What follows belongs to an exercise in optimizing a design on an open flow for small area; a production flow would make more cautious choices.
In this exercise RTL edits were held to simulation tests only and were not proved equivalent to the original.
Power figures rest on the tool's default switching activity, not on a simulated workload.

===== flow/design.v =====
package motor_pkg;
	typedef struct packed {
		logic               write;
		logic [15-1:0] addr;
		logic [32-1:0] wdata;
	} reg_req_t;
	typedef struct packed {
		logic a;
		logic b;
	} enc_in_t;
	typedef struct packed {
		logic pwm;
		logic brake;
		logic droff;     
	} motor_out_t;
	typedef enum logic [8-1:0] {
		OFS_INC_CNT     = 8'd0,
		OFS_INC_ERR     = 8'd1,
		OFS_PWM_CYCLE   = 8'd2,
		OFS_MOTION_CTRL = 8'd3
	} reg_ofs_e;
	typedef struct packed {
		logic brake;     
		logic enable;    
	} motion_ctrl_t;
endpackage
`timescale 1ns/1ps
module reset_gen (
	input  logic clk_100m,
	input  logic rst_n,
	input  logic fpga_rstn,
	output logic core_rst_n
);
	localparam int CNT_W = $clog2(8 + 1);
	logic [CNT_W-1:0] stretch_cnt;
	always_ff @(posedge clk_100m)
	begin
		if (!rst_n || !fpga_rstn)
		begin
			stretch_cnt <= CNT_W'(8);    
			core_rst_n  <= 1'b0;
		end
		else
		begin
			if (stretch_cnt != '0)
				stretch_cnt <= stretch_cnt - 1'b1;
			core_rst_n <= (stretch_cnt <= CNT_W'(1));    
		end
	end
endmodule
`timescale 1ns/1ps
module spi_slave (
	input  logic                clk_100m,
	input  logic                core_rst_n,
	input  logic                sclk,
	input  logic                mosi,
	input  logic                cs_n,
	output logic                miso,
	output motor_pkg::reg_req_t req,
	output logic                req_valid,
	input  logic [32-1:0]  rdata
);
	localparam int HDR_W   = 1 + 15;         
	localparam int FRAME_W = HDR_W + 32;
	localparam int CNT_W   = $clog2(FRAME_W + 1);
	localparam logic [CNT_W-1:0] HDR_LAST   = CNT_W'(HDR_W - 1);
	localparam logic [CNT_W-1:0] HDR_DONE   = CNT_W'(HDR_W);
	localparam logic [CNT_W-1:0] FRAME_LAST = CNT_W'(FRAME_W - 1);
	localparam logic [CNT_W-1:0] FRAME_END  = CNT_W'(FRAME_W);
	logic [2-1:0] sclk_sync, mosi_sync, cs_sync;
	logic                 sclk_s, mosi_s, cs_s, sclk_d;
	logic                 sclk_rise, sclk_fall;
	logic [CNT_W-1:0]     bit_cnt;
	logic [FRAME_W-2:0]   shift_in;               
	logic [32-1:0]   shift_out;
	assign sclk_s    = sclk_sync[2-1];
	assign mosi_s    = mosi_sync[2-1];
	assign cs_s      = cs_sync[2-1];
	assign sclk_rise = sclk_s & ~sclk_d;
	assign sclk_fall = ~sclk_s & sclk_d;
	assign miso      = shift_out[32-1];
	always_ff @(posedge clk_100m)
	begin
		if (!core_rst_n)
		begin
			sclk_sync <= '0;
			mosi_sync <= '0;
			cs_sync   <= '1;
			sclk_d    <= 1'b0;
			bit_cnt   <= '0;
			req_valid <= 1'b0;
			shift_out <= '0;
		end
		else
		begin
			sclk_sync <= {sclk_sync[2-2:0], sclk};
			mosi_sync <= {mosi_sync[2-2:0], mosi};
			cs_sync   <= {cs_sync[2-2:0], cs_n};
			sclk_d    <= sclk_s;
			req_valid <= 1'b0;
			if (cs_s)
				bit_cnt <= '0;                        
			else if (sclk_rise && bit_cnt != FRAME_END)
			begin
				bit_cnt <= bit_cnt + 1'b1;
				if (bit_cnt == HDR_LAST)
					req_valid <= 1'b1;                
				if (bit_cnt == FRAME_LAST)
					req_valid <= shift_in[FRAME_W-2];  
			end
			if (cs_s)
				shift_out <= '0;
			else if (req_valid && !req.write)
				shift_out <= rdata;                   
			else if (sclk_fall && bit_cnt > HDR_DONE)
				shift_out <= {shift_out[32-2:0], 1'b0};
		end
	end
	always_ff @(posedge clk_100m)
	begin
		if (sclk_rise && !cs_s)
		begin
			shift_in <= {shift_in[FRAME_W-3:0], mosi_s};
			if (bit_cnt == HDR_LAST)
			begin
				req.write <= 1'b0;
				req.addr  <= {shift_in[HDR_W-3:0], mosi_s};
			end
			if (bit_cnt == FRAME_LAST)
			begin
				req.write <= shift_in[FRAME_W-2];
				req.wdata <= {shift_in[32-2:0], mosi_s};
			end
		end
	end
endmodule
`timescale 1ns/1ps
module quad_decoder (
	input  logic               clk_100m,
	input  logic               core_rst_n,
	input  motor_pkg::enc_in_t enc,
	input  logic               preset_valid,
	input  logic [32-1:0] preset_val,
	output logic [32-1:0] count,
	output logic [32-1:0] err_count
);
	logic [2-1:0] a_sync, b_sync;
	logic [1:0]           prev, curr;    
	logic                 step_up, step_dn, illegal;
	assign curr    = {a_sync[2-1], b_sync[2-1]};
	assign illegal = &(prev ^ curr);     
	always_comb
	begin
		step_up = 1'b0;
		step_dn = 1'b0;
		case ({prev, curr})
			4'b0001, 4'b0111, 4'b1110, 4'b1000: step_up = 1'b1;
			4'b0010, 4'b1011, 4'b1101, 4'b0100: step_dn = 1'b1;
			default: ;
		endcase
	end
	always_ff @(posedge clk_100m)
	begin
		if (!core_rst_n)
		begin
			a_sync    <= '0;
			b_sync    <= '0;
			prev      <= 2'b00;
			count     <= '0;
			err_count <= '0;
		end
		else
		begin
			a_sync <= {a_sync[2-2:0], enc.a};
			b_sync <= {b_sync[2-2:0], enc.b};
			prev   <= curr;
			if (preset_valid)
				count <= preset_val;         
			else if (step_up)
				count <= count + 1'b1;
			else if (step_dn)
				count <= count - 1'b1;
			if (illegal)
				err_count <= err_count + 1'b1;
		end
	end
endmodule
`timescale 1ns/1ps
module pwm_gen (
	input  logic             clk_100m,
	input  logic             core_rst_n,
	input  logic             enable,
	input  logic [16-1:0] duty,
	output logic             pwm
);
	localparam int CNT_W  = $clog2(100);
	localparam int DUTY_W = $clog2(100 + 1);
	logic [CNT_W-1:0]  period_cnt;
	logic [DUTY_W-1:0] duty_clamp, duty_q, duty_now;
	logic              period_start;
	assign period_start = (period_cnt == '0);
	assign duty_clamp   = (duty >= 16'(100)) ? DUTY_W'(100)
	                                                      : duty[DUTY_W-1:0];
	assign duty_now     = period_start ? duty_clamp : duty_q;    
	always_ff @(posedge clk_100m)
	begin
		if (!core_rst_n)
		begin
			period_cnt <= '0;
			duty_q     <= '0;
			pwm        <= 1'b0;
		end
		else
		begin
			period_cnt <= (period_cnt == CNT_W'(100 - 1)) ? '0 : period_cnt + 1'b1;
			if (period_start)
				duty_q <= duty_clamp;
			pwm <= enable && (DUTY_W'(period_cnt) < duty_now);
		end
	end
endmodule
`timescale 1ns/1ps
module motor_channel #(
	parameter int MOTOR_IDX = 0
) (
	input  logic                  clk_100m,
	input  logic                  core_rst_n,
	input  motor_pkg::reg_req_t   req,
	input  logic                  req_valid,
	input  motor_pkg::enc_in_t    enc,
	output motor_pkg::motor_out_t pins,
	output logic [32-1:0]    motor_rdata,
	output logic                  hit
);
	localparam logic [15-1:0] BASE = 15'((15'h0100 * ((MOTOR_IDX) + 1)));
	logic               in_block, wr_en, preset_valid, pwm_out;
	logic [8-1:0]  ofs;
	logic [16-1:0]  pwm_cycle;
	motor_pkg::motion_ctrl_t       motion;
	logic [32-1:0] inc_cnt, inc_err;
	assign in_block     = (req.addr[15-1:8] == BASE[15-1:8]);
	assign ofs          = req.addr[8-1:0];
	assign wr_en        = req_valid && req.write && in_block;
	assign preset_valid = wr_en && (ofs == motor_pkg::OFS_INC_CNT);
	always_comb
	begin
		hit         = in_block;
		motor_rdata = 32'hFFFF_FFFF;
		case (ofs)
			motor_pkg::OFS_INC_CNT:     motor_rdata = inc_cnt;
			motor_pkg::OFS_INC_ERR:     motor_rdata = inc_err;
			motor_pkg::OFS_PWM_CYCLE:   motor_rdata = 32'(pwm_cycle);
			motor_pkg::OFS_MOTION_CTRL: motor_rdata = 32'(motion);
			default:         hit = 1'b0;
		endcase
	end
	always_ff @(posedge clk_100m)
	begin
		if (!core_rst_n)
		begin
			pwm_cycle <= '0;
			motion    <= '0;
		end
		else if (wr_en)
			case (ofs)
				motor_pkg::OFS_PWM_CYCLE:   pwm_cycle <= req.wdata[16-1:0];
				motor_pkg::OFS_MOTION_CTRL: motion <= req.wdata[1:0];                   
				default: ;                            
			endcase
	end
	quad_decoder u_quad (.clk_100m(clk_100m), .core_rst_n(core_rst_n), .enc(enc),
		.preset_valid(preset_valid), .preset_val(req.wdata), .count(inc_cnt),
		.err_count(inc_err));
	pwm_gen u_pwm (.clk_100m(clk_100m), .core_rst_n(core_rst_n), .enable(motion.enable),
		.duty(pwm_cycle), .pwm(pwm_out));
	assign pins = {pwm_out, motion.brake, ~motion.enable};    
endmodule
`timescale 1ns/1ps
module reg_map (
	input  logic                clk_100m,
	input  logic                core_rst_n,
	input  motor_pkg::reg_req_t req,
	input  logic [3:0]          dip,
	input  logic [4-1:0][32-1:0] motor_rdata,
	input  logic [4-1:0] motor_hit,
	output logic [32-1:0]  rdata
);
	logic [2-1:0][3:0] dip_sync;
	always_ff @(posedge clk_100m)
	begin
		if (!core_rst_n)
			dip_sync <= '0;
		else
			dip_sync <= {dip_sync[2-2:0], dip};
	end
	always_comb
	begin
		rdata = 32'hFFFF_FFFF;
		if (req.addr == 15'h0000)
			rdata = 32'h0004_0100;
		else if (req.addr == 15'h0001)
			rdata = 32'(dip_sync[2-1]);    
		else
		begin
			for (int m = 0; m < 4; m++)
			begin
				if (motor_hit[m])
					rdata = motor_rdata[m];
			end
		end
	end
endmodule
`timescale 1ns/1ps
module board_top (
	input  logic                  clk_100m,
	input  logic                  rst_n,
	input  logic                  fpga_rstn,
	input  logic                  sclk,
	input  logic                  mosi,
	input  logic                  cs_n,
	output logic                  miso,
	input  logic [3:0]            dip,
	input  logic [4-1:0] enc_a,           
	input  logic [4-1:0] enc_b,           
	output logic [4-1:0] motor_pwm,       
	output logic [4-1:0] motor_brake,
	output logic [4-1:0] motor_droff
);
	logic                   core_rst_n;
	motor_pkg::reg_req_t               req;
	logic                   req_valid;
	logic [32-1:0]     rdata;
	logic [4-1:0][32-1:0] motor_rdata;
	logic [4-1:0] motor_hit;
	reset_gen u_reset (.clk_100m(clk_100m), .rst_n(rst_n), .fpga_rstn(fpga_rstn),
		.core_rst_n(core_rst_n));
	spi_slave u_spi (.clk_100m(clk_100m), .core_rst_n(core_rst_n), .sclk(sclk),
		.mosi(mosi), .cs_n(cs_n), .miso(miso), .req(req), .req_valid(req_valid),
		.rdata(rdata));
	reg_map u_regs (.clk_100m(clk_100m), .core_rst_n(core_rst_n), .req(req), .dip(dip),
		.motor_rdata(motor_rdata), .motor_hit(motor_hit), .rdata(rdata));
	for (genvar m = 0; m < 4; m++)
	begin : g_motor
		motor_pkg::enc_in_t    enc_m;
		motor_pkg::motor_out_t pins_m;
		assign enc_m          = {enc_a[m], enc_b[m]};    
		assign motor_pwm[m]   = pins_m.pwm;
		assign motor_brake[m] = pins_m.brake;
		assign motor_droff[m] = pins_m.droff;
		motor_channel #(.MOTOR_IDX(m)) u_motor (.clk_100m(clk_100m),
			.core_rst_n(core_rst_n), .req(req), .req_valid(req_valid), .enc(enc_m),
			.pins(pins_m), .motor_rdata(motor_rdata[m]), .hit(motor_hit[m]));
	end
endmodule

===== flow/run.sh =====
#!/bin/bash
# synth_recipe.tcl (not shown) runs the flow's synth.tcl, then flattens the netlist and writes it again
# the make line also repeats each setting of config.mk as NAME=value (left out here)
make -C /OpenROAD-flow-scripts/flow DESIGN_CONFIG=/design/flow/config.mk WORK_HOME=/design/flow/orfs CLKGATE_MAP_FILE= SYNTH_SCRIPT=/design/flow/synth_recipe.tcl finish

===== flow/config.mk =====
export PLATFORM = sky130hd
export DESIGN_NAME = board_top
export DESIGN_NICKNAME = board_top
export VERILOG_FILES = /design/flow/design.v
export SDC_FILE = /design/flow/constraint.sdc
export NUM_CORES = 4
export LEC_CHECK = 0
export CAP_MARGIN = 20
export CORE_MARGIN = 2
export CORE_UTILIZATION = 40
export SLEW_MARGIN = 20

===== flow/constraint.sdc =====
create_clock -name core_clock -period 10.0 [get_ports {clk_100m}]
set_input_delay 2.0000 -clock core_clock [delete_from_list [all_inputs] [get_ports {clk_100m}]]
set_output_delay 2.0000 -clock core_clock [all_outputs]
set_load 0.01 [all_outputs]

==> results.toml <==
[min_path]
min_from = "u_regs.dip_sync[3]$_SDFF_PN0_"
min_path_type = "reg2reg"

[cts]
cts_tree = "done"
cts.clk_slew.worst_paths_ps = 60
ctsLongestPathBuffers = 3
cts-resized-gates = 0
cts_sinks = 574
cts_max_level = 3
cts_root_buffer = "clkbuf_16"
clock_latency_ps = 630
cts_setup_buffers = 0
ctsHoldBuffers = 0
cts_buffers = 68

[yosys]
yosys.area_share.simple_pct = 19.5
synth_nets = 3888
synth_compound_area_share_pct = 22.1
yosysWarnings = 9
synth-seq-cells = 574
synth_xor_area_share_pct = 6.49
synth_cell_type_count = 91
synth_adder_area_share_pct = 6.72
synth_edf_count = 95
synthCells = 3705
netlist_area_um2 = 31200
synthMuxAreaShare_pct = 1.77
seq_area_frac_synth_pct = 39.9
synth_top_family_by_area = "compound AO/OA/AOI/OAI gates"
avgSynthCellArea_um2 = 8.42
synth-async-reset-ratio_pct = 0
synth-main-ff-cell = "dfxtp_1"

[placed_design]
gp_congestion = 0.915
port_buffers = 30
dp_hpwl_mm = 69.2

[timing]
relSlewSlack_pct = 23.3
min_period_ps = 3750
rsz0062_at_grt = "false"
holdWs_ps = 418
fin_skew_ps = 39.8
drv_slew = 0
tightest_slew_ps = 1150
fmax_mhz = 267
setup_viol = 0
timing.final.crit_share_pct = 37.5
final_hold_viol_count = 0
final.setup.tns_ps = 0

[detailed_routing]
drtIter0Drc = 2844
drc = 0
vias = 27500
wl_per_cell_um = 20.5
wl_mm = 97.0
firstDrtPassIters = 10
vias_per_cell = 5.82
ant_nets = 0

[final_layout]
final_net_count = 3817
syn2layout_area_growth_pct = 11.4
regArea_um2 = 12400
post-route-util_pct = 44.9
insertedDiodeCount = 0
nFillCells = 7610
multiInputGateArea_um2 = 17700
drive_above_1_share_pct = 5.51

[grt]
grt_usage_pct = 23.5
grt_start_max_net_pins = 183
antenna_found_initial = 1
grt-ovfl-total = 0
grt_first_pass_wirelength_mm = 150
grt_pass1_vias = 25200

[setup_path]
critical_path.max_fanout = 4
reg2reg_from = "g_motor[2].u_motor.u_quad.step_up$_DFF_P_"
end_kind = "output port"
critical_path.n_buffers_inverters = 2
cpLargestDelayFamily = "flip-flops"
cpPeakStageDelay_ps = 560
crit_chain = "inv_1 -> clkdlybuf4s50_1"
worstPathArrival_ps = 1750
crit_start = "g_motor[2].u_motor.motion[0]$_SDFFE_PN0P_"
path_class = "reg2out"
cp.required_ps = 8000
cp_slowest_cell = "dfxtp_1"
cp-start-kind = "register"

[floorplanning]
die_y_um = 283
die_w_um = 283
die-area_um2 = 80200
io-pin-count = 31
rows = 102
placeableCoreArea_um2 = 77300
start_util_pct = 40.3

[power]
pwr_density_cell_nw_per_um2 = 146
power_leakage_nw = 12.5
ir_drop_uv = 117

[run_status]
run_status = "timing/DRC/antenna clean"

[flow_run]
cap_violations = 0
## synthesized netlist by cell type (all sizes together), types with 10 or more instances
cell	number	area, um^2
and3	60	377
nand3	112	561
nand4	45	288
dfxtp	479	9590
o31ai	11	87.6
nor4	34	213
edfxtp	95	2850
a211oi	43	323
nor2	352	1330
xnor2	114	998
mux2i	44	440
a311oi	45	394
o22ai	16	100
o211ai	22	165
or3	48	307
a21oi	374	1870
clkbuf	188	712
nand2	469	1760
o311ai	10	87.6
o21ai	236	1180
ha	161	2010
nand2b	15	93.8
and2	64	400
a31oi	36	225
inv	65	244
o21bai	19	143
buf	26	134
nor2b	19	119
a221oi	69	604
a22oi	40	305
nor3	55	292
o21a	25	188
xor2	117	1020
a21o	72	541
## per-layer routing
metal	GRT usage (%)	routed length, um	vias to the layer above
met5	0	0	-
met4	8.35	2990	0
met3	4.61	7420	149
met2	35.6	42000	894
met1	33.1	44500	13200
li1	-	-	13300
## report_power, final
group	internal, W	leakage, nW	switching, W	total, W
combinational	0.0000161	6.60	0.0000259	0.0000420
sequential	0.00234	4.70	0.00000398	0.00235
clock	0.00164	1.20	0.00106	0.00270
total	0.00400	12.5	0.00109	0.00509
## cell type report
type / instances / share of cell area (%)
Sequential cell: 574 / 35.8
Clock inverter: 35 / 1.53
Clock buffer: 87 / 5.46
Tap cell: 1040 / 3.74
Multi-Input combinational cell: 2852 / 50.9
Timing Repair Buffer: 73 / 1.83
Inverter: 65 / 0.724
## registers in the layout, indices dropped and copies added (netlist names), 28 cells and up
signal,count
u_spi.req,48
g_motor.u_motor.u_quad.count,128
g_motor.u_motor.u_pwm.duty_q,28
g_motor.u_motor.u_quad.err_count,128
g_motor.u_motor.u_pwm.period_cnt,28
u_spi.shift_out,32
g_motor.u_motor.pwm_cycle,64
u_spi.shift_in,47
## worst paths after layout
path	depth (start not counted)	end	slack, ps
worst max register to register	12	g_motor[2].u_motor.u_quad.count[19]$_SDFFE_PN0P_	6320
worst max-delay path	2	motor_droff[2]	6250
worst min register to register	1	u_regs.dip_sync[7]$_SDFF_PN0_	420
worst min-delay path	1	u_regs.dip_sync[7]$_SDFF_PN0_	420
## logic make-up (layout without fill, tap and decap cells)
logic type | after synthesis | after routing
and+or+nand+nor | 1314 | 1314
AOI/OAI and AO/OA | 1092 | 1092
DFF | 574 | 574
buffers and inverters | 279 | 260
xor gates and xnor gates | 231 | 231
adders and majority gates | 165 | 165
muxes | 50 | 50
## stage by stage
step           instances  cell area, um^2  power [W]  setup slack (ps)
2_1_floorplan       3705            31200    0.00242              6610
3_3_place_gp        4603            32300    0.00244              6450
3_5_place_dp        4604            32300    0.00244              6380
4_1_cts             4726            34700    0.00513              6200
5_1_grt             4726            34700    0.00523              5920
6_report            4726            34700    0.00509              6250
## cell usage in the layout (no fill, tap or decap), types with 63 or more instances in the layout
master,n
dfxtp_1,478
nand2_1,468
a21oi_1,374
nor2_1,344
o21ai_0,234
ha_1,161
xor2_1,117
xnor2_1,114
nand3_1,112
edfxtp_1,95
a21o_1,72
clkbuf_16,71
a221oi_1,69
inv_1,64
and2_1,63

re-timing with driven ports:
Ports are ideal in the flow. The routed layout listed here was re-timed in OpenROAD.
Step 1 assumes that a clkbuf_16 drives the clock port and a buf_2 every other input.
Step 2 moves the port delays by t, midway between the first and last clock arrival at a register: inputs arrive t later, outputs are due t later. That takes back most of the time a late clock gives input paths.
Three values: ideal ports, drivers, drivers and shift; two values: the first two.
shift t [ns]: 0.680
setup WS [ns]: 6.253 / 6.188 / 6.323
hold WS [ns]: 0.418 / 0.418 / 0.418
worst register clock-pin slew, ns: 0.07 / 0.07
After both steps this run still meets setup and hold. The setup slack of this run moves by -0.065 ns with the drivers and by +0.070 ns with both steps.
